Background: an optimization exercise with open tools, aiming at small area. Do not read the settings as production practice.
The RTL was checked by simulation tests, not by an equivalence proof against the original design.
Power figures rest on the tool's default switching activity, not on a simulated workload.

**flow/design.v**
```verilog
package term_pkg;
   typedef logic [15:0] term_addr_t;
   typedef logic [31:0] reg_addr_t;
   typedef logic [15:0] reg_data_t;
   typedef logic [31:0] mem_word_t;
   typedef logic [29:0] mem_addr_t;
   typedef logic [5:0]  burst_len_t;
   typedef enum logic [2:0] {
      mem_write = 3'd0,
      mem_read  = 3'd1
   } mem_instr_t;
   localparam term_addr_t TERM_DRAM      = 16'h0010;
   localparam term_addr_t TERM_DRAM_CTRL = 16'h0011;
   localparam term_addr_t TERM_DUMMY     = 16'h0012;
   localparam reg_data_t DUMMY_VALUE = 16'h9988;
   localparam reg_addr_t CTRL_REG_STATUS    = 32'd0;
   localparam reg_addr_t CTRL_REG_SCRATCH   = 32'd1;
   localparam reg_addr_t CTRL_REG_CMD_COUNT = 32'd2;
endpackage
`timescale 1ns/1ns
module term_router (
   input  term_pkg::term_addr_t term_addr,
   input  logic                 read_mode,
   input  logic                 read_req,
   input  logic                 read,
   input  logic                 write_mode,
   input  logic                 write,
   input  term_pkg::reg_data_t  dram_datao,
   input  term_pkg::reg_data_t  ctrl_datao,
   input  logic                 dram_read_rdy,
   input  logic                 dram_write_rdy,
   output logic                 dram_read_mode,
   output logic                 dram_read_req,
   output logic                 dram_read,
   output logic                 dram_write_mode,
   output logic                 dram_write,
   output logic                 ctrl_write,
   output term_pkg::reg_data_t  reg_datao,
   output logic                 read_rdy,
   output logic                 write_rdy,
   output term_pkg::reg_data_t  transfer_status
);
   logic sel_dram;
   logic sel_ctrl;
   assign sel_dram = (term_addr == term_pkg::TERM_DRAM);
   assign sel_ctrl = (term_addr == term_pkg::TERM_DRAM_CTRL);
   assign dram_read_mode  = sel_dram & read_mode;
   assign dram_read_req   = sel_dram & read_req;
   assign dram_read       = sel_dram & read;
   assign dram_write_mode = sel_dram & write_mode;
   assign dram_write      = sel_dram & write;
   assign ctrl_write      = sel_ctrl & write_mode & write;
   assign transfer_status = '0;
   always_comb begin
      reg_datao = '0;
      read_rdy  = 1'b1;
      write_rdy = 1'b1;
      case (term_addr)
         term_pkg::TERM_DRAM: begin
            reg_datao = dram_datao;
            read_rdy  = dram_read_rdy;
            write_rdy = dram_write_rdy;
         end
         term_pkg::TERM_DRAM_CTRL: reg_datao = ctrl_datao;
         term_pkg::TERM_DUMMY:     reg_datao = term_pkg::DUMMY_VALUE;
         default:        reg_datao = '0;
      endcase
   end
endmodule
`timescale 1ns/1ns
module dram_bridge #(
   parameter int WORD_AW = 6
) (
   input  logic                 ifclk,
   input  logic                 rst,
   input  logic                 read_mode,
   input  logic                 read_req,
   input  logic                 read,
   input  logic                 write_mode,
   input  logic                 write,
   input  term_pkg::reg_addr_t  reg_addr,
   input  term_pkg::reg_data_t  reg_datai,
   input  logic                 cmd_full,
   input  logic                 rd_empty,
   input  term_pkg::mem_word_t  rd_word,
   input  logic                 rd_flip,
   input  logic                 calib_done,
   output term_pkg::reg_data_t  reg_datao,
   output logic                 read_rdy,
   output logic                 write_rdy,
   output logic                 cmd_en,
   output logic                 cmd_rd,
   output logic                 wr_en,
   output logic                 rd_en,
   output logic                 wq_load,
   output logic [WORD_AW-1:0]   wq_addr,
   output term_pkg::mem_word_t  wq_data,
   output logic                 cap_win,
   output logic [WORD_AW-1:0]   cap_addr
);
   typedef enum logic [2:0] {
      st_idle,
      st_wr_low,
      st_wr_issue,
      st_rd_issue,
      st_rd_wait,
      st_rd_high
   } state_t;
   state_t    state;
   state_t    state_cur;
   logic      write_mode_q;
   logic      read_mode_q;
   logic      wr_start;
   logic      rd_start;
   logic      resume;
   logic      high_req;
   logic      addr_step;
   logic      rdy_set;
   logic      rdy_q;
   logic      half_q;
   logic [WORD_AW-1:0] addr_q;
   logic [WORD_AW-1:0] addr_base;
   term_pkg::reg_data_t wr_lo;
   assign wr_start = write_mode & ~write_mode_q;
   assign rd_start = read_mode & ~read_mode_q;
   assign resume   = reg_addr[1] &
                     ((wr_start & (state == st_wr_low)) | (rd_start & (state == st_rd_high)));
   always_comb begin
      state_cur = state;
      if ((wr_start || rd_start) && !resume &&
          (state == st_wr_low || state == st_rd_high))
         state_cur = st_idle;
   end
   assign high_req  = (state_cur == st_rd_high) & read_mode & read_req;
   assign addr_step = (state_cur == st_wr_issue) | high_req;
   assign addr_base = (wr_start || rd_start) ? reg_addr[WORD_AW+1:2] : addr_q;
   assign rdy_set   = rd_en | high_req;
   assign cmd_en    = (state == st_wr_issue) | ((state == st_rd_issue) & ~cmd_full);
   assign cmd_rd    = (state == st_rd_issue);
   assign wr_en     = (state == st_wr_issue);
   assign rd_en     = (state == st_rd_wait) & ~rd_empty;
   assign wq_load   = (state_cur == st_wr_low) & write;
   assign wq_addr   = addr_base;
   assign wq_data   = {reg_datai, wr_lo};
   assign cap_win   = ((state_cur == st_idle) & read_mode & read_req) |
                      (state == st_rd_issue) | (state == st_rd_wait);
   assign cap_addr  = addr_base;
   assign write_rdy = calib_done & ~cmd_full & ((state == st_idle) | (state == st_wr_low));
   assign read_rdy  = rdy_q;
   assign reg_datao = (half_q ? rd_word[31:16] : rd_word[15:0]) ^ {16{rd_flip}};
   always_ff @(posedge ifclk) begin
      if (rst) begin
         state        <= st_idle;
         write_mode_q <= 1'b0;
         read_mode_q  <= 1'b0;
         rdy_q        <= 1'b0;
      end else begin
         write_mode_q <= write_mode;
         read_mode_q  <= read_mode;
         if (!read_mode)
            rdy_q <= 1'b0;
         else if (rdy_set)
            rdy_q <= 1'b1;
         else if (read)
            rdy_q <= 1'b0;
         state <= state_cur;
         case (state_cur)
            st_idle: begin
               if (write)
                  state <= st_wr_low;
               else if (read_mode && read_req)
                  state <= st_rd_issue;
            end
            st_wr_low: begin
               if (write)
                  state <= st_wr_issue;
            end
            st_wr_issue: state <= st_idle;
            st_rd_issue: begin
               if (!cmd_full)
                  state <= st_rd_wait;
            end
            st_rd_wait: begin
               if (!rd_empty)
                  state <= st_rd_high;
            end
            st_rd_high: begin
               if (high_req)
                  state <= st_idle;
            end
            default: state <= st_idle;
         endcase
      end
   end
   always_ff @(posedge ifclk) begin
      addr_q <= addr_base + WORD_AW'(addr_step);
      if (state_cur == st_idle && write)
         wr_lo <= reg_datai;
      if (rdy_set)
         half_q <= high_req;
   end
endmodule
`timescale 1ns/1ns
module dram_ctrl_term (
   input  logic                ifclk,
   input  logic                rst,
   input  logic                write,
   input  term_pkg::reg_addr_t reg_addr,
   input  term_pkg::reg_data_t reg_datai,
   input  logic                calib_done,
   input  logic                cmd_en,
   output term_pkg::reg_data_t reg_datao
);
   term_pkg::reg_data_t scratch;
   term_pkg::reg_data_t cmd_count;
   always_ff @(posedge ifclk) begin
      if (rst) begin
         scratch   <= '0;
         cmd_count <= '0;
      end else begin
         if (write && reg_addr == term_pkg::CTRL_REG_SCRATCH)
            scratch <= reg_datai;
         if (write && reg_addr == term_pkg::CTRL_REG_CMD_COUNT)
            cmd_count <= '0;
         else if (cmd_en)
            cmd_count <= cmd_count + 1'b1;
      end
   end
   always_comb begin
      case (reg_addr)
         term_pkg::CTRL_REG_STATUS:    reg_datao = {15'd0, calib_done};
         term_pkg::CTRL_REG_SCRATCH:   reg_datao = scratch;
         term_pkg::CTRL_REG_CMD_COUNT: reg_datao = cmd_count;
         default:            reg_datao = '0;
      endcase
   end
endmodule
`timescale 1ns/1ns
module mem_port_model #(
   parameter int MEM_WORDS    = 64,
   parameter int CALIB_CYCLES = 16,
   parameter int RING         = 4
) (
   input  logic                 ifclk,
   input  logic                 rst,
   input  logic                 cmd_en,
   input  logic                 cmd_rd,
   input  logic                 wr_en,
   input  logic                 rd_en,
   input  logic                 wq_load,
   input  logic [$clog2(MEM_WORDS)-1:0] wq_addr,
   input  term_pkg::mem_word_t  wq_data,
   input  logic                 cap_win,
   input  logic [$clog2(MEM_WORDS)-1:0] cap_addr,
   output logic                 cmd_full,
   output term_pkg::mem_word_t  rd_word,
   output logic                 rd_flip,
   output logic                 rd_empty,
   output logic                 calib_done
);
   localparam int WORD_AW = $clog2(MEM_WORDS);
   localparam int RING_W  = $clog2(RING);
   localparam int RINGS   = MEM_WORDS / RING;
   localparam int CAL_W   = $clog2(CALIB_CYCLES + 1);
   logic [CAL_W-1:0]   calib_cnt;
   logic               cmd_valid;
   logic               cmd_rd_q;
   logic               rd_pend;
   logic [RING_W:0]    phase;
   logic               lap;
   term_pkg::mem_word_t wq_bus;
   term_pkg::mem_word_t wq_word;
   logic [WORD_AW-1:0] wq_waddr;
   logic               wq_valid;
   logic               wq_cancel;
   logic               wq_fire;
   logic               cap;
   term_pkg::mem_word_t ring_in [RINGS];
   always_ff @(posedge ifclk) begin
      if (rst) begin
         calib_cnt  <= '0;
         calib_done <= 1'b0;
      end else if (!calib_done) begin
         if (calib_cnt == CAL_W'(CALIB_CYCLES - 1))
            calib_done <= 1'b1;
         calib_cnt <= calib_cnt + 1'b1;
      end
   end
   always_ff @(posedge ifclk) begin
      if (rst)
         cmd_valid <= 1'b0;
      else
         cmd_valid <= cmd_en;
      if (cmd_en)
         cmd_rd_q <= cmd_rd;
   end
   always_ff @(posedge ifclk) begin
      if (rst)
         rd_pend <= 1'b0;
      else if (cmd_valid && cmd_rd_q)
         rd_pend <= 1'b1;
      else if (rd_en)
         rd_pend <= 1'b0;
   end
   assign cmd_full = ~calib_done | cmd_valid;
   assign rd_empty = ~rd_pend;
   always_ff @(posedge ifclk)
      phase <= phase + 1'b1;
   assign lap = phase[RING_W];
   assign wq_cancel = rst & wr_en;
   assign wq_fire   = wq_valid & ~wq_cancel &
                      (RING_W'(wq_waddr[RING_W-1:0] + phase[RING_W-1:0] + 1'b1) == '0);
   always_ff @(posedge ifclk) begin
      if (wq_load) begin
         wq_word  <= wq_data;
         wq_waddr <= wq_addr;
         wq_valid <= 1'b1;
      end else if (wq_fire || wq_cancel) begin
         wq_valid <= 1'b0;
      end
   end
   assign wq_bus = wq_word ^ {32{lap}};
   for (genvar g = 0; g < RINGS; g++) begin : ring
      term_pkg::mem_word_t slot [RING];
      assign ring_in[g] = ~((wq_fire && wq_waddr[WORD_AW-1:RING_W] == (WORD_AW-RING_W)'(g)) ?
                            wq_bus : slot[RING-1]);
      always_ff @(posedge ifclk) begin
         slot[0] <= ring_in[g];
         for (int k = 1; k < RING; k++)
            slot[k] <= slot[k-1];
      end
   end
   assign cap = cap_win & (RING_W'(cap_addr[RING_W-1:0] + phase[RING_W-1:0] + 1'b1) == '0);
   always_ff @(posedge ifclk) begin
      if (cap) begin
         rd_word <= ring_in[cap_addr[WORD_AW-1:RING_W]];
         rd_flip <= ~lap;
      end
   end
endmodule
`timescale 1ns/1ns
module host_terminal_top #(
   parameter int MEM_WORDS    = 64,
   parameter int CALIB_CYCLES = 16,
   parameter int RING         = 4
) (
   input  logic                 ifclk,
   input  logic                 rst,
   input  term_pkg::term_addr_t term_addr,
   input  term_pkg::reg_addr_t  reg_addr,
   input  logic [31:0]          len,
   input  logic                 read_mode,
   input  logic                 read_req,
   input  logic                 read,
   input  logic                 write_mode,
   input  logic                 write,
   input  term_pkg::reg_data_t  reg_datai,
   output term_pkg::reg_data_t  reg_datao,
   output logic                 read_rdy,
   output logic                 write_rdy,
   output term_pkg::reg_data_t  transfer_status
);
   localparam int WORD_AW = $clog2(MEM_WORDS);
   logic       dram_read_mode;
   logic       dram_read_req;
   logic       dram_read;
   logic       dram_write_mode;
   logic       dram_write;
   logic       ctrl_write;
   term_pkg::reg_data_t  dram_datao;
   term_pkg::reg_data_t  ctrl_datao;
   logic       dram_read_rdy;
   logic       dram_write_rdy;
   logic       cmd_en;
   logic       cmd_rd;
   logic       wr_en;
   logic       rd_en;
   logic       wq_load;
   logic [WORD_AW-1:0]   wq_addr;
   term_pkg::mem_word_t  wq_data;
   logic       cap_win;
   logic [WORD_AW-1:0]   cap_addr;
   logic       cmd_full;
   term_pkg::mem_word_t  rd_word;
   logic       rd_flip;
   logic       rd_empty;
   logic       calib_done;
   term_router term_router_i (
      .term_addr       (term_addr),
      .read_mode       (read_mode),
      .read_req        (read_req),
      .read            (read),
      .write_mode      (write_mode),
      .write           (write),
      .dram_datao      (dram_datao),
      .ctrl_datao      (ctrl_datao),
      .dram_read_rdy   (dram_read_rdy),
      .dram_write_rdy  (dram_write_rdy),
      .dram_read_mode  (dram_read_mode),
      .dram_read_req   (dram_read_req),
      .dram_read       (dram_read),
      .dram_write_mode (dram_write_mode),
      .dram_write      (dram_write),
      .ctrl_write      (ctrl_write),
      .reg_datao       (reg_datao),
      .read_rdy        (read_rdy),
      .write_rdy       (write_rdy),
      .transfer_status (transfer_status)
   );
   dram_bridge #(
      .WORD_AW (WORD_AW)
   ) dram_bridge_i (
      .ifclk         (ifclk),
      .rst           (rst),
      .read_mode     (dram_read_mode),
      .read_req      (dram_read_req),
      .read          (dram_read),
      .write_mode    (dram_write_mode),
      .write         (dram_write),
      .reg_addr      (reg_addr),
      .reg_datai     (reg_datai),
      .cmd_full      (cmd_full),
      .rd_empty      (rd_empty),
      .rd_word       (rd_word),
      .rd_flip       (rd_flip),
      .calib_done    (calib_done),
      .reg_datao     (dram_datao),
      .read_rdy      (dram_read_rdy),
      .write_rdy     (dram_write_rdy),
      .cmd_en        (cmd_en),
      .cmd_rd        (cmd_rd),
      .wr_en         (wr_en),
      .rd_en         (rd_en),
      .wq_load       (wq_load),
      .wq_addr       (wq_addr),
      .wq_data       (wq_data),
      .cap_win       (cap_win),
      .cap_addr      (cap_addr)
   );
   dram_ctrl_term dram_ctrl_term_i (
      .ifclk      (ifclk),
      .rst        (rst),
      .write      (ctrl_write),
      .reg_addr   (reg_addr),
      .reg_datai  (reg_datai),
      .calib_done (calib_done),
      .cmd_en     (cmd_en),
      .reg_datao  (ctrl_datao)
   );
   mem_port_model #(
      .MEM_WORDS    (MEM_WORDS),
      .CALIB_CYCLES (CALIB_CYCLES),
      .RING         (RING)
   ) mem_port_model_i (
      .ifclk         (ifclk),
      .rst           (rst),
      .cmd_en        (cmd_en),
      .cmd_rd        (cmd_rd),
      .wr_en         (wr_en),
      .rd_en         (rd_en),
      .wq_load       (wq_load),
      .wq_addr       (wq_addr),
      .wq_data       (wq_data),
      .cap_win       (cap_win),
      .cap_addr      (cap_addr),
      .cmd_full      (cmd_full),
      .rd_word       (rd_word),
      .rd_flip       (rd_flip),
      .rd_empty      (rd_empty),
      .calib_done    (calib_done)
   );
endmodule
```
**flow/flow/run.sh**
```bash
#!/bin/bash
# The standard layout with three changes:
#  - synthesis is the standard flow's own script, but Yosys's abc maps the logic with an
#    area-oriented ABC script (flow/abc_area.script); the registers are
#    mapped before abc and are the standard synthesis's;
#  - a leaner clock tree (no dummy loads, clusters of up to 16 sinks);
#  - single-size port buffers.
set -euo pipefail
here=$(pwd)
export MY_ABC_SCRIPT="$here/flow/abc_area.script"
export BUFFER_PORTS_ARGS="-buffer_cell sky130_fd_sc_hd__buf_1"
export CTS_ARGS="-sink_clustering_enable -repair_clock_nets -dont_use_dummy_load -buf_list {sky130_fd_sc_hd__clkbuf_16} -sink_clustering_size 30 -sink_clustering_max_diameter 35"
sed "s#SYNTH_SCRIPT=[^ ]*#SYNTH_SCRIPT=$here/flow/synth.tcl#" standard.sh > own_standard.sh
bash own_standard.sh > flow_make.log 2>&1
```
**flow/flow/abc_area.script**
```
strash
dch
amap -F 4 -A 8
strash
dch
amap -F 4 -A 8
topo
stime -c
```
**flow/flow/synth.tcl**
```tcl
proc synth {args} { yosys synth -nofsm -noshare {*}$args }
proc abc {args} {
  if { [info exists ::env(MY_ABC_SCRIPT)] } {
    set i [lsearch -exact $args -script]
    if { $i >= 0 } {
      set args [lreplace $args [expr {$i + 1}] [expr {$i + 1}] $::env(MY_ABC_SCRIPT)]
    }
  }
  yosys abc {*}$args
}
source $::env(SCRIPTS_DIR)/synth.tcl
# left out here: clear keep_hierarchy, flatten, clean up, hide names made inside functions, write 1_2_yosys.v
```
**flow/standard.sh**
```bash
#!/bin/bash
# synth_recipe.tcl (not shown) runs the flow's synth.tcl, then flattens the netlist and writes it again
# the make line also repeats each setting of config.mk as NAME=value (left out here)
make -C /OpenROAD-flow-scripts/flow DESIGN_CONFIG=/design/flow/config.mk WORK_HOME=/design/flow/orfs CLKGATE_MAP_FILE= SYNTH_SCRIPT=/design/flow/synth_recipe.tcl "${@:-finish}"
```
**flow/config.mk**
```make
export PLATFORM = sky130hd
export DESIGN_NAME = host_terminal_top
export DESIGN_NICKNAME = host_terminal_top
export VERILOG_FILES = /design/flow/design.v
export SDC_FILE = /design/flow/constraint.sdc
export NUM_CORES = 4
export LEC_CHECK = 0
export ABC_AREA = 1
export CAP_MARGIN = 20
export CORE_MARGIN = 2
export CORE_UTILIZATION = 60
export SLEW_MARGIN = 20
```
**flow/constraint.sdc**
```tcl
create_clock -name core_clock -period 8.0 [get_ports {ifclk}]
set_input_delay 1.6000 -clock core_clock [delete_from_list [all_inputs] [get_ports {ifclk}]]
set_output_delay 1.6000 -clock core_clock [all_outputs]
set_load 0.01 [all_outputs]
```
==> flow_metrics.py, run 1 <==
metrics = {
    "grt": {
        "grt_max_degree": 44,
        "grt_overflow": 0,
        "grt_pass1_vias": 30400,
        "grt_antenna_before_repair": 3,
        "track_usage": 0.316,
        "grt_pass1_wl_um": 205000,
    },
    "critical_path": {
        "cp_slowest_cell": "nor2_1",
        "path_common_cell": "clkinv_1",
        "crit_path_end_kind": "flop",
        "startpoint_type": "primary input",
        "r2r_setup_slack_ns": 3.37,
        "required_ns": 8.48,
        "critPathKind": "primary input to flop",
        "cp_cell_sequence": "buf_1 > or2_0 > nor2_1 > clkinv_1 > buf_4 > nor3_1 > nor2_1 > clkinv_1 > o22ai_1 > clkinv_1 > nand2_1 > nor2_4 > buf_4 > a222oi_1 > nand2_1 > a2111oi_0 > nand4_1",
        "crit_family": "simple AND/OR/NAND/NOR gates",
        "cp_max_fo": 32,
        "critPathArrivalTime_ns": 6.79,
        "crit_buf_inv": 6,
        "max_stage_delay_ns": 0.68,
    },
    "power": {
        "vdd_drop_max_uv": 231,
        "p_leak_uw": 0.0231,
        "power_uw": 18900,
        "powerDensity_mw_per_mm2": 312,
    },
    "cells_and_area": {
        "register_area_mm2": 0.0448,
        "area_delta_synth_final_pct": 14.8,
        "antennaDiodeCount": 0,
        "drive_above_1_share": 0.0942,
        "multi_input_area_mm2": 0.00790,
        "nFillCells": 5855,
        "final_nets": 3944,
    },
    "logic_synthesis": {
        "synth_flop_cell": "dfxtp_1",
        "netlist_area_mm2": 0.0527,
        "synth_top_family_by_area": "compound AO/OA/AOI/OAI gates",
        "synth_top_cell_by_area": "dfxtp_1",
        "synth_seq_cells": 2193,
        "synth_cell_types": 43,
        "synth_compound_area_frac": 0.116,
        "synth_edf_count": 89,
        "synth_async_sr_flop_share": 0,
        "yosysTopAreaCellShare": 0.799,
        "ys_warn_count": 21,
        "synthTopCellsByArea": "dfxtp_1 80%, o22ai_1 6.5%, edfxtp_1 5.1%",
        "synth_xor_area_frac": 0,
        "yosys-mux-area-fraction": 0,
        "avgSynthCellArea_um2": 15.3,
        "ys_seq_area_frac": 0.850,
        "yosys.area_share.simple": 0.0258,
        "synthCells": 3443,
        "yosys.area_share.adder": 0.00142,
    },
    "die": {
        "num_io_pins": 137,
        "core_area_mm2": 0.0869,
        "num_rows": 108,
        "dieArea_mm2": 0.0902,
        "die_w_um": 300,
        "die_h_um": 300,
        "start_util": 0.607,
    },
    "sta": {
        "setup_viol": 0,
        "worst_pin_slew_ns": 1.08,
        "fin_worst_skew_ns": 0.0532,
        "fmaxAchievable_ghz": 0.158,
        "post-route-min-period_ns": 6.31,
        "finalHoldViolCount": 0,
        "slew_headroom": 0.281,
        "grt_setup_unrepaired": "no",
        "slew_viol_final": 0,
        "setup_tns_ns": 0,
        "finalCritPeriodShare": 0.789,
    },
    "place": {
        "gp_congestion": 0.831,
        "dp_hpwl_um": 79200,
        "port-buffer-count": 88,
    },
    "clock_tree": {
        "clock_sinks": 2193,
        "clock_path_buffers": 3,
        "hold_buffers": 0,
        "ctsResizeCount": 0,
        "clk_pin_slew_ns": 0.09,
        "root_buffer": "clkbuf_16",
        "htree_levels": 4,
        "post-cts-setup-buffer-count": 0,
        "cts_buffers": 197,
        "insertion_delay_ns": 0.78,
        "cts_tree": "done",
    },
    "routing": {
        "detailroute.via_count": 30300,
        "wl_um": 142000,
        "postRouteAntennaNets": 0,
        "drtIter0Drc": 3165,
        "post-route-drc-count": 0,
        "dr.pass1.iters": 6,
        "drt-wirelength-per-cell_um": 28.5,
        "vias_per_cell": 6.08,
    },
    "status": {
        "status": "finished clean",
    },
    "run": {
        "maxCapViolations": 0,
    },
    "hold_path": {
        "hold_path_class": "flop to flop",
    },
}
cell type report:
class,count,area share
multi-input cells,1188,0.131
flip-flops and latches,2193,0.741
well taps,1155,0.0239
repair buffers,194,0.0197
inverters,61,0.00379
clock buffers,197,0.0815
synth_stat cells (2+ instances only):
cell type,count
dfxtp_1,2104
o22ai_1,550
a222oi_1,113
nor2_1,99
edfxtp_1,89
clkinv_1,61
nand2_1,61
a22oi_1,60
a21oi_1,54
nand4_1,39
o21ai_0,24
nor3_1,19
nand3_1,18
o221a_1,17
buf_4,16
a32oi_1,15
nor4_1,12
a211oi_1,9
a221oi_1,8
or2_0,8
nand3b_1,7
a22o_1,6
ha_1,6
a2111oi_0,4
a21boi_0,4
a31oi_1,4
nor2b_1,4
o2111ai_1,4
or3_1,4
and3_1,3
and4_1,3
nand2b_1,3
o21a_1,3
and2_0,2
nand4b_1,2
placed cells by master (no fill, tap or decap), types with 15 or more instances in the layout:
cell | Yosys | routed
nand2_1 | 61 | 61
clkinv_1 | 61 | 45
a32oi_1 | 15 | 15
o221a_1 | 17 | 17
edfxtp_1 | 89 | 89
nand3_1 | 18 | 18
inv_2 | 0 | 16
buf_4 | 16 | 102
buf_1 | 0 | 88
a21oi_1 | 54 | 48
a222oi_1 | 113 | 113
clkbuf_16 | 0 | 197
conb_1 | 1 | 16
nor2_4 | 0 | 23
o22ai_1 | 550 | 550
o21ai_0 | 24 | 23
nor2_1 | 99 | 75
a22oi_1 | 60 | 60
dfxtp_1 | 2104 | 2103
nand4_1 | 39 | 39
logic make-up (layout without fill, tap and decap cells):
group                      after synthesis  in the layout
DFF                                   2193           2193
AOI/OAI and AO/OA                      881            881
and+or+nand+nor                        285            285
buffers and inverters                   77            452
adders and majority gates                6              6
other                                    1             16
power by group:
part	switching, uW	internal [uW]
combinational	35.6	14.6
sequential	1.27	11000
clock	3560	4290
total	3600	15300
layer usage:
layer / GRT usage / up-vias / part of all wire
li1: - / 13400 / -
met1: 0.449 / 15100 / 0.43
met2: 0.474 / 1556 / 0.43
met3: 0.0699 / 338 / 0.095
met4: 0.127 / 4 / 0.039
met5: 0 / - / 0.00018
sequential cells by signal (all words and copies together) (netlist names):
| register | count |
|---|---|
| dram_bridge_i.addr_q | 6 |
| dram_bridge_i.half_q | 1 |
| dram_bridge_i.rdy_q | 1 |
| dram_bridge_i.read_mode_q | 1 |
| dram_bridge_i.state | 3 |
| dram_bridge_i.wr_lo | 16 |
| dram_bridge_i.write_mode_q | 1 |
| dram_ctrl_term_i.cmd_count | 16 |
| dram_ctrl_term_i.scratch | 16 |
| mem_port_model_i.calib_cnt | 5 |
| mem_port_model_i.calib_done | 1 |
| mem_port_model_i.cmd_rd_q | 1 |
| mem_port_model_i.cmd_valid | 1 |
| mem_port_model_i.phase | 3 |
| mem_port_model_i.rd_flip | 1 |
| mem_port_model_i.rd_pend | 1 |
| mem_port_model_i.rd_word | 32 |
| mem_port_model_i.ring.slot | 2048 |
| mem_port_model_i.wq_valid | 1 |
| mem_port_model_i.wq_waddr | 6 |
| mem_port_model_i.wq_word | 32 |
per-stage QoR:
stage                     hold slack, ns  instances  area (um^2)   util  setup slack, ns
after floorplan                    0.310       3458        52800      -             1.07
after global placement             0.310       4788        55500  0.638             1.32
after detailed placement           0.312       4790        55500  0.639             1.13
after CTS                          0.284       4987        60500  0.696             1.91
after global routing               0.286       4988        60500  0.696             1.39
final                              0.276       4988        60500  0.696             1.69
final timing paths:
path	start	to	depth (start not counted)
max	term_addr[1]	mem_port_model_i.rd_word[8]	17
min	mem_port_model_i.ring[0].slot[0][20]	mem_port_model_i.ring[0].slot[1][20]	0
max reg2reg	dram_bridge_i.write_mode_q	mem_port_model_i.rd_word[8]	12
min reg2reg	mem_port_model_i.ring[0].slot[0][20]	mem_port_model_i.ring[0].slot[1][20]	0
==> run 2: changes to the inputs <==
--- a/flow/flow/run.sh
+++ b/flow/flow/run.sh
@@ -11,3 +11,3 @@
 export BUFFER_PORTS_ARGS="-buffer_cell sky130_fd_sc_hd__buf_1"
-export CTS_ARGS="-sink_clustering_enable -repair_clock_nets -dont_use_dummy_load -buf_list {sky130_fd_sc_hd__clkbuf_16} -sink_clustering_size 30 -sink_clustering_max_diameter 35"
+export CTS_ARGS="-sink_clustering_enable -repair_clock_nets -dont_use_dummy_load -buf_list {sky130_fd_sc_hd__clkbuf_4 sky130_fd_sc_hd__clkbuf_16} -sink_clustering_size 12 -sink_clustering_max_diameter 40"
 sed "s#SYNTH_SCRIPT=[^ ]*#SYNTH_SCRIPT=$here/flow/synth.tcl#" standard.sh > own_standard.sh
==> flow/flow/abc_area.script (replaced) <==
strash
dch
amap -F 4 -A 8
topo
stime -c
==> flow_metrics.py, run 2 <==
metrics = {
    "status": {
        "status": "finished clean",
    },
    "place": {
        "gp_congestion": 0.859,
        "port-buffer-count": 88,
        "dp_hpwl_um": 71500,
    },
    "sta": {
        "slew_viol_final": 0,
        "post-route-min-period_ns": 5.83,
        "grt_setup_unrepaired": "no",
        "setup_tns_ns": 0,
        "finalCritPeriodShare": 0.729,
        "setup_viol": 0,
        "slew_headroom": 0.241,
        "finalHoldViolCount": 0,
        "worst_pin_slew_ns": 1.13,
        "fin_worst_skew_ns": 0.0496,
        "fmaxAchievable_ghz": 0.171,
    },
    "routing": {
        "dr.pass1.iters": 6,
        "post-route-drc-count": 0,
        "vias_per_cell": 5.94,
        "drt-wirelength-per-cell_um": 25.5,
        "detailroute.via_count": 29900,
        "postRouteAntennaNets": 0,
        "wl_um": 128000,
        "drtIter0Drc": 2524,
    },
    "grt": {
        "grt_max_degree": 66,
        "grt_overflow": 0,
        "track_usage": 0.285,
        "grt_pass1_wl_um": 191000,
        "grt_antenna_before_repair": 1,
        "grt_pass1_vias": 30800,
    },
    "cells_and_area": {
        "reg_top3": "mem_port_model_i.ring.slot: 2048 flops, mem_port_model_i.rd_word: 32 flops, mem_port_model_i.wq_word: 32 flops",
        "post-route-util": 0.700,
        "largest_register_ffs": 2048,
        "drive_above_1_share": 0.0910,
        "final_nets": 3980,
        "area_delta_synth_final_pct": 15.1,
        "mostFrequentLayoutCells": "2,104 x dfxtp_1, 547 x o22ai_1, 212 x a22oi_1",
        "final_common_cell": "dfxtp_1",
        "largest_register": "mem_port_model_i.ring.slot",
    },
    "logic_synthesis": {
        "synth_flop_cell": "dfxtp_1",
        "synth.most_common_cell": "dfxtp_1",
        "synth_seq_cells": 2193,
        "ys_seq_area_frac": 0.847,
        "avgSynthCellArea_um2": 15.2,
        "synth_async_sr_flop_share": 0,
        "ys_warn_count": 21,
        "netlist_area_mm2": 0.0529,
        "synth_top_cell_by_area": "dfxtp_1",
        "synthTopCellsByArea": "dfxtp_1 80%, o22ai_1 6.5%, edfxtp_1 5.1%",
        "synth_cell_types": 40,
        "synth_edf_count": 89,
        "yosysTopAreaCellShare": 0.796,
        "synthCells": 3479,
        "synth_common_cells": "2,104 x dfxtp_1, 547 x o22ai_1, 212 x a22oi_1",
    },
    "critical_path": {
        "critPathKind": "primary input to primary output",
        "cp_slowest_cell": "or4_1",
        "cp_cell_sequence": "buf_1 > or4_1 > or4b_1 > nor3_2 > buf_4 > o21ai_2 > o22a_1 > nor2_1 > buf_1",
        "critPathArrivalTime_ns": 4.23,
        "startpoint_type": "primary input",
        "worstRegToRegCells": 12,
        "crit_path_end_kind": "primary output",
        "path_common_cell": "buf_1",
        "required_ns": 6.40,
        "max_stage_delay_ns": 0.72,
        "cp_max_fo": 17,
    },
    "clock_tree": {
        "ctsResizeCount": 0,
        "clk_pin_slew_ns": 0.06,
        "hold_buffers": 0,
        "root_buffer": "clkbuf_16",
        "htree_levels": 4,
        "insertion_delay_ns": 0.78,
        "cts_buffers": 211,
        "post-cts-setup-buffer-count": 0,
        "cts_tree": "done",
        "clock_sinks": 2193,
        "clock_path_buffers": 3,
    },
    "die": {
        "num_io_pins": 137,
        "num_rows": 108,
        "core_area_mm2": 0.0870,
        "start_util": 0.608,
        "die_w_um": 301,
        "dieArea_mm2": 0.0906,
        "die_h_um": 301,
    },
    "hold_path": {
        "hold-path-cell-count": 0,
        "hold_path_class": "flop to flop",
    },
    "power": {
        "powerDensity_mw_per_mm2": 315,
        "p_leak_uw": 0.0232,
        "vdd_drop_max_uv": 237,
    },
    "run": {
        "maxCapViolations": 0,
    },
}
==> run 2: cell count changes after synthesis, moves of 5 or more <==
cell | previous run | this run
a32oi_1 | 15 | 0
or2_0 | 8 | 3
a221oi_1 | 8 | 2
nand3_1 | 18 | 45
nor4_1 | 12 | 27
o21ai_0 | 24 | 51
a211o_1 | 0 | 32
a21oi_1 | 54 | 11
a222oi_1 | 113 | 32
a22o_1 | 6 | 1
nand3b_1 | 7 | 0
nor2_1 | 99 | 63
a22oi_1 | 60 | 212
==> run 2: through the flow <==
stage	std cells	hold WS (ns)	area (um^2)	setup slack (ns)	total power (uW)
after floorplan	3494	0.310	53000	0.147	11200
after global placement	4813	0.309	55600	1.75	11300
after detailed placement	4813	0.312	55600	1.61	11300
after CTS	5024	0.291	60900	1.95	19300
after global routing	5024	0.293	60900	1.94	19700
final	5025	0.292	60900	2.17	19200
==> run 2: final timing paths <==
| check | from | to | slack (ns) |
|---|---|---|---|
| worst max-delay path | reg_addr[5] | reg_datao[6] | 2.17 |
| worst min-delay path | mem_port_model_i.ring[14].slot[2][0] | mem_port_model_i.ring[14].slot[3][0] | 0.29 |
| worst max register to register | dram_bridge_i.state[2] | mem_port_model_i.rd_word[7] | 3.48 |
| worst min register to register | mem_port_model_i.ring[14].slot[2][0] | mem_port_model_i.ring[14].slot[3][0] | 0.29 |
==> run 2: logic make-up after synthesis <==
| family | Yosys count | share of synthesized area |
|---|---|---|
| other | 1 | 0.0000709 |
| adder cells (fa/ha/maj) | 6 | 0.00142 |
| XOR/XNOR | 1 | 0.000166 |
| AND/OR/NAND/NOR | 266 | 0.0247 |
| flip-flops | 2193 | 0.847 |
| buffers and inverters | 76 | 0.00653 |
| AO/OA/AOI/OAI | 936 | 0.121 |
==> run 2: power breakdown <==
| part | leakage [uW] | internal [uW] | switching (uW) |
|---|---|---|---|
| clock network | 0.00260 | 4590 | 3580 |
| logic | 0.00215 | 12.8 | 27.4 |
| registers | 0.0185 | 11000 | 1.14 |
==> run 2: layout make-up <==
class                           instances  area, um^2
Sequential cell                      2193       44800
Fill cell                            5903       26100
Inverter                               60         225
Multi-Input combinational cell       1225        8130
Timing Repair Buffer                  180        1050
Tap cell                             1155        1450
Antenna cell                            1        2.50
Clock buffer                          211        5280
==> run 2: worst max-delay path, delay by kind of cell <==
family / cells / cell delay [ns]
simple gates: 4 / 1.53
buf+inv: 3 / 0.53
compound gates: 2 / 0.56
==> run 2: routing by layer <==
layer,track usage,share of wire,vias to the layer above
met1,0.408,0.45,14900
met3,0.0553,0.078,230
li1,-,-,13500
met5,0,0,-
met2,0.438,0.45,1273
met4,0.0952,0.022,0
==> run 3: changes to the inputs <==
--- a/flow/flow/run.sh
+++ b/flow/flow/run.sh
@@ -11,3 +11,3 @@
 export BUFFER_PORTS_ARGS="-buffer_cell sky130_fd_sc_hd__buf_1"
-export CTS_ARGS="-sink_clustering_enable -repair_clock_nets -dont_use_dummy_load -buf_list {sky130_fd_sc_hd__clkbuf_4 sky130_fd_sc_hd__clkbuf_16} -sink_clustering_size 12 -sink_clustering_max_diameter 40"
+export CTS_ARGS="-sink_clustering_enable -repair_clock_nets -dont_use_dummy_load -buf_list {sky130_fd_sc_hd__clkbuf_4} -sink_clustering_size 12 -sink_clustering_max_diameter 40"
 sed "s#SYNTH_SCRIPT=[^ ]*#SYNTH_SCRIPT=$here/flow/synth.tcl#" standard.sh > own_standard.sh
==> flow_metrics.py, run 3 <==
metrics = {
    "status": {
        "status": "finished clean",
    },
    "sta": {
        "slew_viol_final": 0,
        "setup_viol": 0,
        "fin_worst_skew_ns": 0.0916,
        "finalHoldViolCount": 0,
        "worst_pin_slew_ns": 1.16,
        "post-route-min-period_ns": 5.84,
        "grt_setup_unrepaired": "no",
        "hold_slack_ns": 0.251,
        "finalCritPeriodShare": 0.730,
        "setup_tns_ns": 0,
        "fmaxAchievable_ghz": 0.171,
        "slew_headroom": 0.227,
    },
    "logic_synthesis": {
        "synth_flop_cell": "dfxtp_1",
        "synth_async_sr_flop_share": 0,
        "synth_cell_types": 40,
        "synth_top_cell_by_area": "dfxtp_1",
        "synth.most_common_cell": "dfxtp_1",
        "avgSynthCellArea_um2": 15.2,
        "synth_common_cells": "2,104 x dfxtp_1, 547 x o22ai_1, 212 x a22oi_1",
        "ys_warn_count": 21,
        "synth_edf_count": 89,
        "yosysTopAreaCellShare": 0.796,
        "synth_seq_cells": 2193,
        "netlist_area_mm2": 0.0529,
        "synthCells": 3479,
        "ys_seq_area_frac": 0.847,
        "synthTopCellsByArea": "dfxtp_1 80%, o22ai_1 6.5%, edfxtp_1 5.1%",
    },
    "grt": {
        "grt_max_degree": 66,
        "grt_antenna_before_repair": 3,
        "grt_pass1_vias": 30300,
        "grt_overflow": 0,
        "grt_pass1_wl_um": 188000,
        "track_usage": 0.280,
    },
    "routing": {
        "postRouteAntennaNets": 0,
        "vias_per_cell": 5.90,
        "post-route-drc-count": 0,
        "detailroute.via_count": 29700,
        "drtIter0Drc": 2329,
        "wl_um": 126000,
        "dr.pass1.iters": 6,
        "drt-wirelength-per-cell_um": 25.1,
    },
    "clock_tree": {
        "insertion_delay_ns": 1.11,
        "htree_levels": 4,
        "hold_buffers": 0,
        "post-cts-setup-buffer-count": 0,
        "cts_tree": "done",
        "clock_sinks": 2193,
        "clk_pin_slew_ns": 0.12,
        "root_buffer": "clkbuf_4",
        "clock_path_buffers": 3,
        "cts_buffers": 211,
        "ctsResizeCount": 0,
    },
    "die": {
        "die_h_um": 301,
        "start_util": 0.608,
        "num_rows": 108,
        "core_area_mm2": 0.0870,
        "die_w_um": 301,
        "num_io_pins": 137,
        "dieArea_mm2": 0.0906,
    },
    "critical_path": {
        "crit_path_end_kind": "primary output",
        "startpoint_type": "primary input",
        "r2r_end": "mem_port_model_i.rd_word[13]",
        "r2r-start": "dram_bridge_i.state[2]",
        "critPathKind": "primary input to primary output",
        "critPathArrivalTime_ns": 4.24,
        "required_ns": 6.40,
        "worstRegToRegCells": 12,
        "r2r_setup_slack_ns": 3.49,
        "cp_max_fo": 17,
    },
    "cells_and_area": {
        "reg_top3": "mem_port_model_i.ring.slot: 2048 flops, mem_port_model_i.rd_word: 32 flops, mem_port_model_i.wq_word: 32 flops",
        "area_delta_synth_final_pct": 8.18,
        "largest_register": "mem_port_model_i.ring.slot",
        "nFillCells": 6379,
        "final_common_cell": "dfxtp_1",
        "final_nets": 3980,
        "design_area_mm2": 0.0572,
        "largest_register_ffs": 2048,
        "drive_above_1_share": 0.0910,
        "mostFrequentLayoutCells": "2,104 x dfxtp_1, 547 x o22ai_1, 212 x a22oi_1",
    },
    "power": {
        "power_uw": 15300,
        "powerDensity_mw_per_mm2": 267,
        "vdd_drop_max_uv": 213,
        "p_leak_uw": 0.0216,
    },
    "hold_path": {
        "min_from": "mem_port_model_i.ring[10].slot[0][18]",
        "hold_path_class": "flop to flop",
        "hold-path-cell-count": 0,
        "hold_end": "mem_port_model_i.ring[10].slot[1][18]",
    },
    "place": {
        "dp_hpwl_um": 71500,
        "port-buffer-count": 88,
        "placed_cell_area_mm2": 0.0556,
        "gp_congestion": 0.859,
    },
    "run": {
        "maxCapViolations": 0,
    },
}
-- run 3: changes by cell type in the layout (fill, tap and decap cells not counted) --
cell,before,now
clkbuf_4,0,211
clkbuf_16,211,0
diode_2,1,7
-- run 3: worst max path at each step --
stage	end	depth (start not counted)	start
after global placement	mem_port_model_i.rd_word[31]	13	rst
after CTS	reg_datao[6]	9	reg_addr[5]
after global routing	reg_datao[2]	8	term_addr[5]
after floorplan	mem_port_model_i.rd_word[31]	11	term_addr[5]
final	reg_datao[6]	9	reg_addr[5]
after detailed placement	mem_port_model_i.rd_word[20]	13	rst
-- run 3: per-stage QoR --
stage,std cells,setup slack (ns),utilization
floorplan,3494,0.147,-
detailed placement,4813,1.61,0.639
finish,5031,2.16,0.658
global placement,4813,1.75,0.639
CTS,5024,1.95,0.658
global route,5030,1.94,0.658
-- run 3: cell type report --
class | count | area [um^2] | share of cell area
tap | 1155 | 1450 | 0.0252
multi-input combinational | 1225 | 8130 | 0.142
antenna | 7 | 17.5 | 0.000306
timing repair buffer | 180 | 1050 | 0.0183
sequential | 2193 | 44800 | 0.783
clock buffer | 211 | 1580 | 0.0277
inverter | 60 | 225 | 0.00393
-- run 3: where the power goes --
group	internal, uW	switching [uW]	leakage (uW)	total (uW)
combinational	12.8	27.6	0.00215	40.4
sequential	11000	1.12	0.0185	11000
clock	1210	3070	0.000971	4280
total	12200	3090	0.0216	15300
-- run 3: routing by layer --
layer | GRT usage | up-vias | wire (um)
li1 | - | 13500 | -
met1 | 0.407 | 14700 | 57500
met2 | 0.426 | 1220 | 55800
met3 | 0.0566 | 255 | 9820
met4 | 0.0869 | 0 | 2930
met5 | 0 | - | 0
-- run 3: critical path, stage by stage --
cell and delay (ns):
buf_1 0.12, or4_1 0.71, or4b_1 0.59, nor3_2 0.12
buf_4 0.25, o21ai_2 0.25, o22a_1 0.31, nor2_1 0.11
buf_1 0.16
-- run 3: kinds of logic (layout without fill, tap and decap cells) --
group / count (synthesis) / after routing / share of synthesized area
xor gates and xnor gates: 1 / 1 / 0.000166
DFF: 2193 / 2193 / 0.847
AOI/OAI and AO/OA: 936 / 936 / 0.121
and+or+nand+nor: 266 / 266 / 0.0247
buffers and inverters: 76 / 451 / 0.00653
adders and majority gates: 6 / 6 / 0.00142
other: 1 / 23 / 0.0000709
==> run 4: changes to the inputs <==
--- a/flow/design.v
+++ b/flow/design.v
@@ -91,3 +91,3 @@
    output logic                 cmd_en,
-   output logic                 cmd_rd,
+   output logic                 rd_wait,
    output logic                 wr_en,
@@ -138,3 +138,3 @@
    assign cmd_en    = (state == st_wr_issue) | ((state == st_rd_issue) & ~cmd_full);
-   assign cmd_rd    = (state == st_rd_issue);
+   assign rd_wait   = (state == st_rd_wait);
    assign wr_en     = (state == st_wr_issue);
@@ -246,3 +246,3 @@
    input  logic                 cmd_en,
-   input  logic                 cmd_rd,
+   input  logic                 rd_wait,
    input  logic                 wr_en,
@@ -263,6 +263,5 @@
    localparam int RINGS   = MEM_WORDS / RING;
-   localparam int CAL_W   = $clog2(CALIB_CYCLES + 1);
+   localparam int CAL_W   = $clog2(CALIB_CYCLES);
    logic [CAL_W-1:0]   calib_cnt;
    logic               cmd_valid;
-   logic               cmd_rd_q;
    logic               rd_pend;
@@ -293,4 +292,2 @@
          cmd_valid <= cmd_en;
-      if (cmd_en)
-         cmd_rd_q <= cmd_rd;
    end
@@ -299,3 +296,3 @@
          rd_pend <= 1'b0;
-      else if (cmd_valid && cmd_rd_q)
+      else if (cmd_valid && rd_wait)
          rd_pend <= 1'b1;
@@ -374,3 +371,3 @@
    logic       cmd_en;
-   logic       cmd_rd;
+   logic       rd_wait;
    logic       wr_en;
@@ -430,3 +427,3 @@
       .cmd_en        (cmd_en),
-      .cmd_rd        (cmd_rd),
+      .rd_wait       (rd_wait),
       .wr_en         (wr_en),
@@ -457,3 +454,3 @@
       .cmd_en        (cmd_en),
-      .cmd_rd        (cmd_rd),
+      .rd_wait       (rd_wait),
       .wr_en         (wr_en),
--- a/flow/flow/run.sh
+++ b/flow/flow/run.sh
@@ -11,3 +11,3 @@
 export BUFFER_PORTS_ARGS="-buffer_cell sky130_fd_sc_hd__buf_1"
-export CTS_ARGS="-sink_clustering_enable -repair_clock_nets -dont_use_dummy_load -buf_list {sky130_fd_sc_hd__clkbuf_4} -sink_clustering_size 12 -sink_clustering_max_diameter 40"
+export CTS_ARGS="-sink_clustering_enable -repair_clock_nets -dont_use_dummy_load -buf_list {sky130_fd_sc_hd__clkbuf_4 sky130_fd_sc_hd__clkbuf_8} -sink_clustering_size 16 -sink_clustering_max_diameter 50"
 sed "s#SYNTH_SCRIPT=[^ ]*#SYNTH_SCRIPT=$here/flow/synth.tcl#" standard.sh > own_standard.sh
==> flow/flow/abc_area.script (replaced) <==
strash
dch
amap -F 4 -A 8
strash
dch
amap -F 4 -A 8
topo
stime -c
==> flow_metrics.py, run 4 <==
metrics = {
    "logic_synthesis": {
        "ys_warn_count": 21,
        "synth_edf_count": 88,
        "synthCells": 3451,
        "synth_common_cells": "2,103 x dfxtp_1, 552 x o22ai_1, 94 x nor2_1",
        "netlist_area_mm2": 0.0527,
        "synthTopCellsByArea": "dfxtp_1 80%, o22ai_1 6.6%, edfxtp_1 5.0%",
        "avgSynthCellArea_um2": 15.3,
        "synth.most_common_cell": "dfxtp_1",
        "synth_flop_cell": "dfxtp_1",
        "synth_seq_cells": 2191,
        "ys_seq_area_frac": 0.849,
        "synth_top_cell_by_area": "dfxtp_1",
        "synth_async_sr_flop_share": 0,
        "yosysTopAreaCellShare": 0.799,
        "synth_cell_types": 44,
    },
    "die": {
        "die_h_um": 300,
        "dieArea_mm2": 0.0902,
        "start_util": 0.607,
        "core_area_mm2": 0.0869,
        "num_io_pins": 137,
        "num_rows": 108,
        "die_w_um": 300,
    },
    "cells_and_area": {
        "largest_register_ffs": 2048,
        "final_nets": 3953,
        "area_delta_synth_final_pct": 10.5,
        "drive_above_1_share": 0.0963,
        "reg_top3": "mem_port_model_i.ring.slot: 2048 flops, mem_port_model_i.rd_word: 32 flops, mem_port_model_i.wq_word: 32 flops",
        "largest_register": "mem_port_model_i.ring.slot",
        "mostFrequentLayoutCells": "2,102 x dfxtp_1, 552 x o22ai_1, 160 x clkbuf_8",
        "nFillCells": 6204,
        "post-route-util": 0.670,
        "final_common_cell": "dfxtp_1",
        "design_area_mm2": 0.0583,
    },
    "routing": {
        "drt-wirelength-per-cell_um": 28.4,
        "wl_um": 142000,
        "vias_per_cell": 6.01,
        "postRouteAntennaNets": 0,
        "post-route-drc-count": 0,
        "drtIter0Drc": 2905,
        "dr.pass1.iters": 8,
        "detailroute.via_count": 30100,
    },
    "sta": {
        "slew_viol_final": 0,
        "setup_viol": 0,
        "grt_setup_unrepaired": "no",
        "post-route-min-period_ns": 6.47,
        "slew_headroom": 0.253,
        "worst_pin_slew_ns": 1.12,
        "finalHoldViolCount": 0,
        "finalCritPeriodShare": 0.809,
        "fin_worst_skew_ns": 0.0757,
        "fmaxAchievable_ghz": 0.155,
        "setup_tns_ns": 0,
    },
    "critical_path": {
        "worstRegToRegCells": 15,
        "critPathArrivalTime_ns": 7.08,
        "crit_buf_inv": 6,
        "required_ns": 8.61,
        "crit_path_end_kind": "flop",
        "cp_max_fo": 11,
        "r2r_setup_slack_ns": 3.18,
        "cp_cell_sequence": "buf_1 > or4_1 > nor3_1 > buf_4 > clkinv_1 > nor3_1 > nor2_1 > nor4_1 > nor2_1 > nor3_1 > nand2_1 > o2111ai_1 > nand2b_1 > or2_0 > buf_4 > nor2_4 > inv_2 > buf_4 > o22ai_1 > a222oi_1 > nand4_1 > nand4b_1",
        "r2r-start": "dram_bridge_i.write_mode_q",
        "startpoint_type": "primary input",
        "r2r_end": "mem_port_model_i.rd_word[1]",
        "crit_family": "simple AND/OR/NAND/NOR gates",
        "max_stage_delay_ns": 0.52,
        "cp_slowest_cell": "or4_1",
        "critPathKind": "primary input to flop",
    },
    "status": {
        "status": "finished clean",
    },
    "power": {
        "power_uw": 15900,
        "vdd_drop_max_uv": 224,
        "p_leak_uw": 0.0221,
        "powerDensity_mw_per_mm2": 274,
    },
    "clock_tree": {
        "hold_buffers": 0,
        "clock_path_buffers": 3,
        "clk_pin_slew_ns": 0.09,
        "clock_sinks": 2191,
        "ctsResizeCount": 0,
        "htree_levels": 4,
        "cts_tree": "done",
        "root_buffer": "clkbuf_8",
        "post-cts-setup-buffer-count": 0,
        "cts_buffers": 160,
        "insertion_delay_ns": 0.87,
    },
    "place": {
        "gp_congestion": 0.876,
        "dp_hpwl_um": 84100,
        "placed_cell_area_mm2": 0.0560,
        "port-buffer-count": 88,
    },
    "hold_path": {
        "min_from": "mem_port_model_i.ring[6].slot[0][2]",
        "hold_path_class": "flop to flop",
        "hold-path-cell-count": 0,
        "hold_end": "mem_port_model_i.ring[6].slot[1][2]",
    },
    "grt": {
        "grt_max_degree": 44,
        "grt_pass1_wl_um": 204000,
        "grt_pass1_vias": 29800,
        "grt_antenna_before_repair": 5,
        "grt_overflow": 0,
        "track_usage": 0.315,
    },
    "run": {
        "maxCapViolations": 0,
    },
}
## run 4: changes by cell type after synthesis, moves of 31 or more
| cell | delta |
|---|---|
| nand3_1 | -36 |
| a222oi_1 | +56 |
| a21oi_1 | +41 |
| a211o_1 | -32 |
| nor2_1 | +31 |
| a22oi_1 | -119 |
## run 4: per-stage QoR
| step | instances | worst slack, ns | hold WS (ns) |
|---|---|---|---|
| 4_1_cts | 4996 | 1.74 | 0.262 |
| 6_report | 5000 | 1.53 | 0.266 |
| 3_3_place_gp | 4836 | 0.920 | 0.310 |
| 2_1_floorplan | 3466 | 0.329 | 0.310 |
| 5_1_grt | 4999 | 1.22 | 0.259 |
| 3_5_place_dp | 4836 | 0.796 | 0.312 |
## run 4: where the power goes
part           internal (uW)  total [uW]  switching, uW
sequential             11000       11000          0.983
combinational           13.1        47.2           34.1
clock                   1790        4940           3140
## run 4: how the worst max path moves through the flow
stage	start	endpoint	slack, ns	depth (start not counted)
6_report	term_addr[3]	mem_port_model_i.rd_word[2]	1.53	22
5_1_grt	term_addr[3]	mem_port_model_i.rd_word[2]	1.22	22
4_1_cts	term_addr[3]	mem_port_model_i.rd_word[2]	1.74	22
3_5_place_dp	term_addr[3]	mem_port_model_i.rd_word[2]	0.80	22
3_3_place_gp	term_addr[3]	mem_port_model_i.rd_word[2]	0.92	22
2_1_floorplan	term_addr[3]	mem_port_model_i.rd_word[9]	0.33	19
## run 4: cell families (layout without fill, tap and decap cells)
logic type                 count (synthesis)  after routing  synth area share
DFF                                     2191           2191             0.849
AOI/OAI and AO/OA                        884            884             0.116
and+or+nand+nor                          293            293            0.0274
buffers and inverters                     77            454           0.00662
adders and majority gates                  5              5           0.00119
other                                      1             18         0.0000712
## run 4: area by class of cell
cell class	count	area [um^2]	share of cell area
Timing Repair Buffer	233	1660	0.0286
Clock buffer	160	2200	0.0378
Inverter	61	229	0.00393
Antenna cell	2	5.00	0.0000859
Multi-Input combinational cell	1198	7960	0.137
Sequential cell	2191	44700	0.768
Tap cell	1155	1450	0.0248
## run 4: routing by layer
layer / wire [um] / vias to the layer above / GRT usage
li1: - / 13400 / -
met1: 62800 / 15000 / 0.458
met2: 61800 / 1401 / 0.471
met3: 12300 / 290 / 0.0595
met4: 4930 / 2 / 0.118
met5: 7 / - / 0
==> run 5: changes to the inputs <==
--- a/flow/design.v
+++ b/flow/design.v
@@ -94,2 +94,3 @@
    output logic                 rd_en,
+   output logic                 lo_load,
    output logic                 wq_load,
@@ -122,3 +123,2 @@
    logic [WORD_AW-1:0] addr_base;
-   term_pkg::reg_data_t wr_lo;
    assign wr_start = write_mode & ~write_mode_q;
@@ -141,5 +141,6 @@
    assign rd_en     = (state == st_rd_wait) & ~rd_empty;
+   assign lo_load   = (state_cur == st_idle) & write;
    assign wq_load   = (state_cur == st_wr_low) & write;
    assign wq_addr   = addr_base;
-   assign wq_data   = {reg_datai, wr_lo};
+   assign wq_data   = {reg_datai, rd_word[15:0]};
    assign cap_win   = ((state_cur == st_idle) & read_mode & read_req) |
@@ -196,4 +197,2 @@
       addr_q <= addr_base + WORD_AW'(addr_step);
-      if (state_cur == st_idle && write)
-         wr_lo <= reg_datai;
       if (rdy_set)
@@ -249,2 +248,4 @@
    input  logic                 rd_en,
+   input  logic                 lo_load,
+   input  term_pkg::reg_data_t  lo_data,
    input  logic                 wq_load,
@@ -334,2 +335,4 @@
          rd_flip <= ~lap;
+      end else if (lo_load) begin
+         rd_word[15:0] <= lo_data;
       end
@@ -374,2 +377,3 @@
    logic       rd_en;
+   logic       lo_load;
    logic       wq_load;
@@ -430,2 +434,3 @@
       .rd_en         (rd_en),
+      .lo_load       (lo_load),
       .wq_load       (wq_load),
@@ -457,2 +462,4 @@
       .rd_en         (rd_en),
+      .lo_load       (lo_load),
+      .lo_data       (reg_datai),
       .wq_load       (wq_load),
==> flow_metrics.py, run 5 <==
metrics = {
    "place": {
        "placed_cells": 4850,
        "gp_congestion": 0.873,
        "port-buffer-count": 88,
        "dp_hpwl_um": 85000,
    },
    "die": {
        "dieArea_mm2": 0.0896,
        "start_util": 0.604,
        "core_area_mm2": 0.0866,
        "die_w_um": 299,
        "die_h_um": 299,
        "num_io_pins": 137,
        "num_rows": 108,
    },
    "critical_path": {
        "critPathArrivalTime_ns": 7.11,
        "cp_slowest_cell": "or4_1",
        "crit_path_end_kind": "flop",
        "cp_max_fo": 15,
        "critPathKind": "primary input to flop",
        "crit_buf_inv": 7,
        "max_stage_delay_ns": 0.52,
        "cp_cell_sequence": "buf_1 > or4_1 > nor3_1 > buf_4 > clkinv_1 > nor3_1 > nor2_1 > clkinv_1 > o2111ai_1 > nand2_1 > clkinv_1 > nor3_1 > nand2_1 > o2111ai_1 > or3_1 > nor2_4 > inv_2 > buf_4 > o22ai_1 > a222oi_1 > nand3_1 > o32a_1",
        "crit_family": "simple AND/OR/NAND/NOR gates",
        "required_ns": 8.58,
        "startpoint_type": "primary input",
    },
    "clock_tree": {
        "clk_pin_slew_ns": 0.09,
        "root_buffer": "clkbuf_8",
        "insertion_delay_ns": 0.84,
        "hold_buffers": 0,
        "clock_path_buffers": 3,
        "cts_buffers": 158,
        "cts_tree": "done",
        "htree_levels": 4,
        "post-cts-setup-buffer-count": 0,
        "ctsResizeCount": 0,
        "clock_sinks": 2175,
    },
    "cells_and_area": {
        "area_delta_synth_final_pct": 10.5,
        "mostFrequentLayoutCells": "2,102 x dfxtp_1, 553 x o22ai_1, 158 x clkbuf_8",
        "drive_above_1_share": 0.0937,
        "final_common_cell": "dfxtp_1",
        "post-route-util": 0.668,
        "reg_top3": "mem_port_model_i.ring.slot: 2048 flops, mem_port_model_i.rd_word: 32 flops, mem_port_model_i.wq_word: 32 flops",
        "final_nets": 3963,
        "final_cells": 5011,
        "largest_register": "mem_port_model_i.ring.slot",
        "largest_register_ffs": 2048,
    },
    "sta": {
        "post-route-min-period_ns": 6.54,
        "fin_worst_skew_ns": 0.0592,
        "finalCritPeriodShare": 0.817,
        "hold_slack_ns": 0.298,
        "setup_tns_ns": 0,
        "slew_headroom": 0.261,
        "fmaxAchievable_ghz": 0.153,
        "grt_setup_unrepaired": "no",
        "worst_pin_slew_ns": 1.11,
        "finalHoldViolCount": 0,
        "setup_viol": 0,
        "slew_viol_final": 0,
    },
    "logic_synthesis": {
        "synth_xor_area_frac": 0.000167,
        "synthTopCellsByArea": "dfxtp_1 80%, o22ai_1 6.6%, edfxtp_1 4.1%",
        "yosys.area_share.adder": 0.00119,
        "ys_warn_count": 21,
        "synth_top_family_by_area": "compound AO/OA/AOI/OAI gates",
        "yosys.area_share.simple": 0.0263,
        "avgSynthCellArea_um2": 15.1,
        "synth_flop_cell": "dfxtp_1",
        "yosys-mux-area-fraction": 0,
        "synth_common_cells": "2,103 x dfxtp_1, 553 x o22ai_1, 102 x a22oi_1",
        "synth_seq_cells": 2175,
        "synthCells": 3463,
        "synth_compound_area_frac": 0.120,
        "synth_cell_types": 47,
        "synth_top_cell_by_area": "dfxtp_1",
        "yosysTopAreaCellShare": 0.804,
        "netlist_area_mm2": 0.0524,
        "synth_edf_count": 72,
        "ys_seq_area_frac": 0.845,
        "synth.most_common_cell": "dfxtp_1",
        "synth_async_sr_flop_share": 0,
    },
    "grt": {
        "grt_overflow": 0,
        "track_usage": 0.324,
        "grt_pass1_vias": 30200,
        "grt_pass1_wl_um": 209000,
        "grt_max_degree": 42,
        "grt_antenna_before_repair": 7,
    },
    "run": {
        "maxCapViolations": 0,
    },
    "status": {
        "status": "finished clean",
    },
    "power": {
        "power_uw": 15800,
        "p_leak_uw": 0.0219,
        "powerDensity_mw_per_mm2": 273,
        "vdd_drop_max_uv": 207,
    },
    "routing": {
        "detailroute.via_count": 30300,
        "dr.pass1.iters": 9,
        "drtIter0Drc": 3075,
        "drt-wirelength-per-cell_um": 28.9,
        "post-route-drc-count": 0,
        "vias_per_cell": 6.05,
        "wl_um": 145000,
        "postRouteAntennaNets": 0,
    },
    "hold_path": {
        "hold_path_class": "flop to flop",
    },
}
==> run 5: changes by cell type after synthesis, moves of 9 or more <==
cell / change
nor3_1: -11
nand3_1: +12
o32a_1: +16
a222oi_1: -11
a22oi_1: +9
nand2_1: +10
edfxtp_1: -16
==> run 5: layout make-up <==
cell class	instances	area, um^2
inverters	66	248
multi-input cells	1221	8060
clock buffers	158	2170
fillers	6265	28800
repair buffers	233	1640
well taps	1155	1450
flip-flops and latches	2175	44300
diodes	3	7.51
==> run 5: worst register-to-register path, cell delays in order (launching register included) <==
cell	delay (ns)
dfxtp_1	0.32
nor2_1	0.05
nor2_1	0.38
clkinv_1	0.32
o2111ai_1	0.18
nand2_1	0.14
clkinv_1	0.12
nor3_1	0.09
nand2_1	0.10
o2111ai_1	0.39
or3_1	0.65
nor2_4	0.18
buf_4	0.31
o22ai_1	0.15
a222oi_1	0.55
clkinv_1	0.15
a2111oi_0	0.54
nand3_1	0.13
==> run 5: final timing paths <==
path	from	to	slack, ns	depth (start not counted)
max	term_addr[3]	mem_port_model_i.rd_word[0]	1.46	22
min	mem_port_model_i.ring[9].slot[2][20]	mem_port_model_i.ring[9].slot[3][20]	0.30	0
max reg2reg	dram_bridge_i.read_mode_q	mem_port_model_i.rd_word[24]	3.03	17
min reg2reg	mem_port_model_i.ring[9].slot[2][20]	mem_port_model_i.ring[9].slot[3][20]	0.30	0
==> run 5: logic make-up after synthesis <==
| family | Yosys count |
|---|---|
| xor gates and xnor gates | 1 |
| adders and majority gates | 5 |
| other | 1 |
| buffers and inverters | 82 |
| AOI/OAI and AO/OA | 908 |
| DFF | 2175 |
| and+or+nand+nor | 291 |
==> run 5: stage by stage <==
stage          cell area, um^2  worst slack [ns]
2_1_floorplan            52400             0.194
3_3_place_gp             55700             0.866
3_5_place_dp             55700             0.743
4_1_cts                  57800              1.66
5_1_grt                  57800              1.21
6_report                 57800              1.46
==> run 5: where the power goes <==
part | internal, uW | total [uW] | switching (uW)
logic | 15.1 | 48.8 | 33.7
registers | 10900 | 10900 | 1.02
clock network | 1770 | 4870 | 3100
==> run 5: layer usage <==
layer | part of all wire | track usage | up-vias
li1 | - | - | 13400
met5 | 0 | 0 | -
met4 | 0.038 | 0.125 | 0
met1 | 0.43 | 0.460 | 15200
met2 | 0.44 | 0.494 | 1414
met3 | 0.085 | 0.0648 | 311
==> run 6: changes to the inputs <==
==> flow/flow/abc_area.script (replaced) <==
strash
dch
amap -F 4 -A 8
topo
stime -c
==> flow_metrics.py, run 6 <==
metrics = {
    "logic_synthesis": {
        "netlist_area_mm2": 0.0525,
        "synth_xor_area_frac": 0.000167,
        "avgSynthCellArea_um2": 15.0,
        "synthTopCellsByArea": "dfxtp_1 80%, o22ai_1 6.6%, edfxtp_1 4.1%",
        "yosysTopAreaCellShare": 0.802,
        "yosys.area_share.simple": 0.0251,
        "ys_seq_area_frac": 0.844,
        "synth_async_sr_flop_share": 0,
        "synth_top_cell_by_area": "dfxtp_1",
        "synth_flop_cell": "dfxtp_1",
        "synthCells": 3495,
        "yosys-mux-area-fraction": 0,
        "synth_top_family_by_area": "compound AO/OA/AOI/OAI gates",
        "synth_seq_cells": 2175,
        "synth_cell_types": 46,
        "ys_warn_count": 21,
        "synth_edf_count": 72,
        "yosys.area_share.adder": 0.00119,
        "synth_common_cells": "2,103 x dfxtp_1, 555 x o22ai_1, 178 x a22oi_1",
        "synth.most_common_cell": "dfxtp_1",
        "synth_compound_area_frac": 0.123,
    },
    "grt": {
        "grt_max_degree": 38,
        "grt_antenna_before_repair": 7,
        "grt_pass1_vias": 29900,
        "grt_overflow": 0,
        "gr-max-usage-layer": "met2",
        "track_usage": 0.309,
        "grt_pass1_wl_um": 200000,
        "gr-usage-met1": 0.442,
        "grt_util_met2": 0.459,
        "grt_util_met3": 0.0691,
    },
    "power": {
        "p_leak_uw": 0.0219,
        "vdd_drop_max_uv": 208,
        "powerDensity_mw_per_mm2": 274,
        "power_uw": 15800,
    },
    "cells_and_area": {
        "largest_register": "mem_port_model_i.ring.slot",
        "drive_above_1_share": 0.0884,
        "final_common_cell": "dfxtp_1",
        "area_delta_synth_final_pct": 9.97,
        "largest_register_ffs": 2048,
        "final_nets": 3978,
        "post-route-util": 0.665,
        "mostFrequentLayoutCells": "2,103 x dfxtp_1, 555 x o22ai_1, 178 x a22oi_1",
        "reg_top3": "mem_port_model_i.ring.slot: 2048 flops, mem_port_model_i.rd_word: 32 flops, mem_port_model_i.wq_word: 32 flops",
    },
    "critical_path": {
        "path_common_cell": "nor3_1",
        "cp_cell_sequence": "buf_1 > or4b_1 > nor3_1 > buf_4 > clkinv_1 > nor3_1 > nor2_1 > nor4_1 > nor2_1 > nor3_1 > nand2_1 > nand3_1 > or3_1 > nor2_4 > inv_2 > buf_4 > o22ai_1 > a222oi_1 > nand3_1 > a211oi_1 > o22ai_1",
        "required_ns": 8.55,
        "critPathArrivalTime_ns": 6.99,
        "worstRegToRegCells": 16,
        "worstSetupPathDepth": 21,
        "cp_max_fo": 23,
        "critPathKind": "primary input to flop",
        "startpoint_type": "primary input",
        "cp_slowest_cell": "inv_2",
        "crit_family": "simple AND/OR/NAND/NOR gates",
        "max_stage_delay_ns": 0.63,
        "crit_buf_inv": 5,
        "crit_path_end_kind": "flop",
    },
    "die": {
        "num_rows": 108,
        "die_h_um": 300,
        "dieArea_mm2": 0.0898,
        "die_w_um": 300,
        "num_io_pins": 137,
        "start_util": 0.605,
        "core_area_mm2": 0.0868,
    },
    "place": {
        "dp_hpwl_um": 80800,
        "port-buffer-count": 88,
        "gp_congestion": 0.849,
    },
    "sta": {
        "setup_viol": 0,
        "fmaxAchievable_ghz": 0.155,
        "finalHoldViolCount": 0,
        "grt_setup_unrepaired": "no",
        "worst_pin_slew_ns": 1.10,
        "fin_worst_skew_ns": 0.0816,
        "post-route-min-period_ns": 6.45,
        "slew_viol_final": 0,
        "slew_headroom": 0.266,
        "setup_tns_ns": 0,
        "finalCritPeriodShare": 0.806,
    },
    "clock_tree": {
        "clk_pin_slew_ns": 0.09,
        "insertion_delay_ns": 0.86,
        "htree_levels": 4,
        "clock_path_buffers": 3,
        "hold_buffers": 0,
        "cts_buffers": 161,
        "root_buffer": "clkbuf_8",
        "clock_sinks": 2175,
        "ctsResizeCount": 0,
        "cts_tree": "done",
        "post-cts-setup-buffer-count": 0,
    },
    "hold_path": {
        "hold_path_class": "flop to flop",
        "hold-path-cell-count": 0,
    },
    "run": {
        "maxCapViolations": 0,
    },
    "routing": {
        "post-route-drc-count": 0,
        "vias_per_cell": 5.98,
        "dr.pass1.iters": 7,
        "postRouteAntennaNets": 0,
        "detailroute.via_count": 30000,
        "wl_um": 139000,
        "drt-wirelength-per-cell_um": 27.6,
        "drtIter0Drc": 2656,
    },
    "status": {
        "status": "finished clean",
    },
}
## run 6: cell types whose count changed in the layout (fill, tap and decap cells not counted), moves of 9 or more
cell      before  now
a22oi_1      102  178
a222oi_1      77   33
a211oi_1       1   28
a21oi_1       47   23
nor2_1        73   54
nand3_1       21   39
o21ai_1        1   18
o32a_1        16    0
a32oi_1       15    1
a211o_1        0   13
buf_12        18    7
o21ai_0       28   38
buf_4        127  118
## run 6: final timing paths
| kind | from | to | slack, ns |
|---|---|---|---|
| max | term_addr[5] | mem_port_model_i.rd_word[7] | 1.55 |
| min | mem_port_model_i.ring[11].slot[1][9] | mem_port_model_i.ring[11].slot[2][9] | 0.28 |
| max reg2reg | dram_bridge_i.state[2] | mem_port_model_i.rd_word[7] | 3.13 |
| min reg2reg | mem_port_model_i.ring[11].slot[1][9] | mem_port_model_i.ring[11].slot[2][9] | 0.28 |
## run 6: cell families after synthesis
| group | count (synthesis) |
|---|---|
| buffers and inverters | 82 |
| flip-flops | 2175 |
| AND/OR/NAND/NOR | 280 |
| XOR/XNOR | 1 |
| adder cells (fa/ha/maj) | 5 |
| other | 1 |
| AO/OA/AOI/OAI | 951 |
## run 6: layer usage
layer  routed length (um)  part of all wire
met4                 5460             0.039
met2                60100              0.43
met1                61100              0.44
met5                   49           0.00035
met3                12000             0.087
## run 6: worst reg2reg max path, cell delays in order, from the launching register on
cell	delay, ns
dfxtp_1	0.42
clkinv_1	0.21
o221a_1	0.31
nor4_1	0.29
nor2_1	0.15
nor3_1	0.36
nand2_1	0.16
nand3_1	0.23
or3_1	0.39
nor2_4	0.06
inv_2	0.63
buf_4	0.34
o22ai_1	0.13
a222oi_1	0.31
nand3_1	0.11
a211oi_1	0.40
o22ai_1	0.12
## run 6: per-stage QoR
| step | setup WS [ns] | hold WS (ns) | std cells | instance area (um^2) |
|---|---|---|---|---|
| floorplan | 0.444 | 0.310 | 3510 | 52500 |
| global placement | 0.933 | 0.310 | 4862 | 55500 |
| detailed placement | 0.833 | 0.312 | 4862 | 55500 |
| CTS | 1.72 | 0.282 | 5023 | 57700 |
| global route | 1.19 | 0.277 | 5024 | 57700 |
| finish | 1.55 | 0.282 | 5026 | 57700 |
## run 6: area by class of cell
cell class | count | area, um^2
antenna | 3 | 7.51
timing repair buffer | 213 | 1360
multi-input combinational | 1253 | 8170
clock buffer | 161 | 2220
tap | 1155 | 1450
sequential | 2175 | 44300
fill | 6267 | 29100
inverter | 66 | 248
## run 6: power breakdown
part | total (uW) | switching [uW] | leakage [uW] | internal (uW)
logic | 49.4 | 35.4 | 0.00249 | 14.0
registers | 10900 | 1.06 | 0.0183 | 10900
clock network | 4910 | 3100 | 0.00116 | 1800

Check on run 6: ideal ports give 1.555 ns setup slack; a clkbuf_16 on the clock port and buf_2 on the inputs give 1.600 ns; moving port delays by the midpoint clock arrival (0.886 ns) as well gives 0.714 ns.
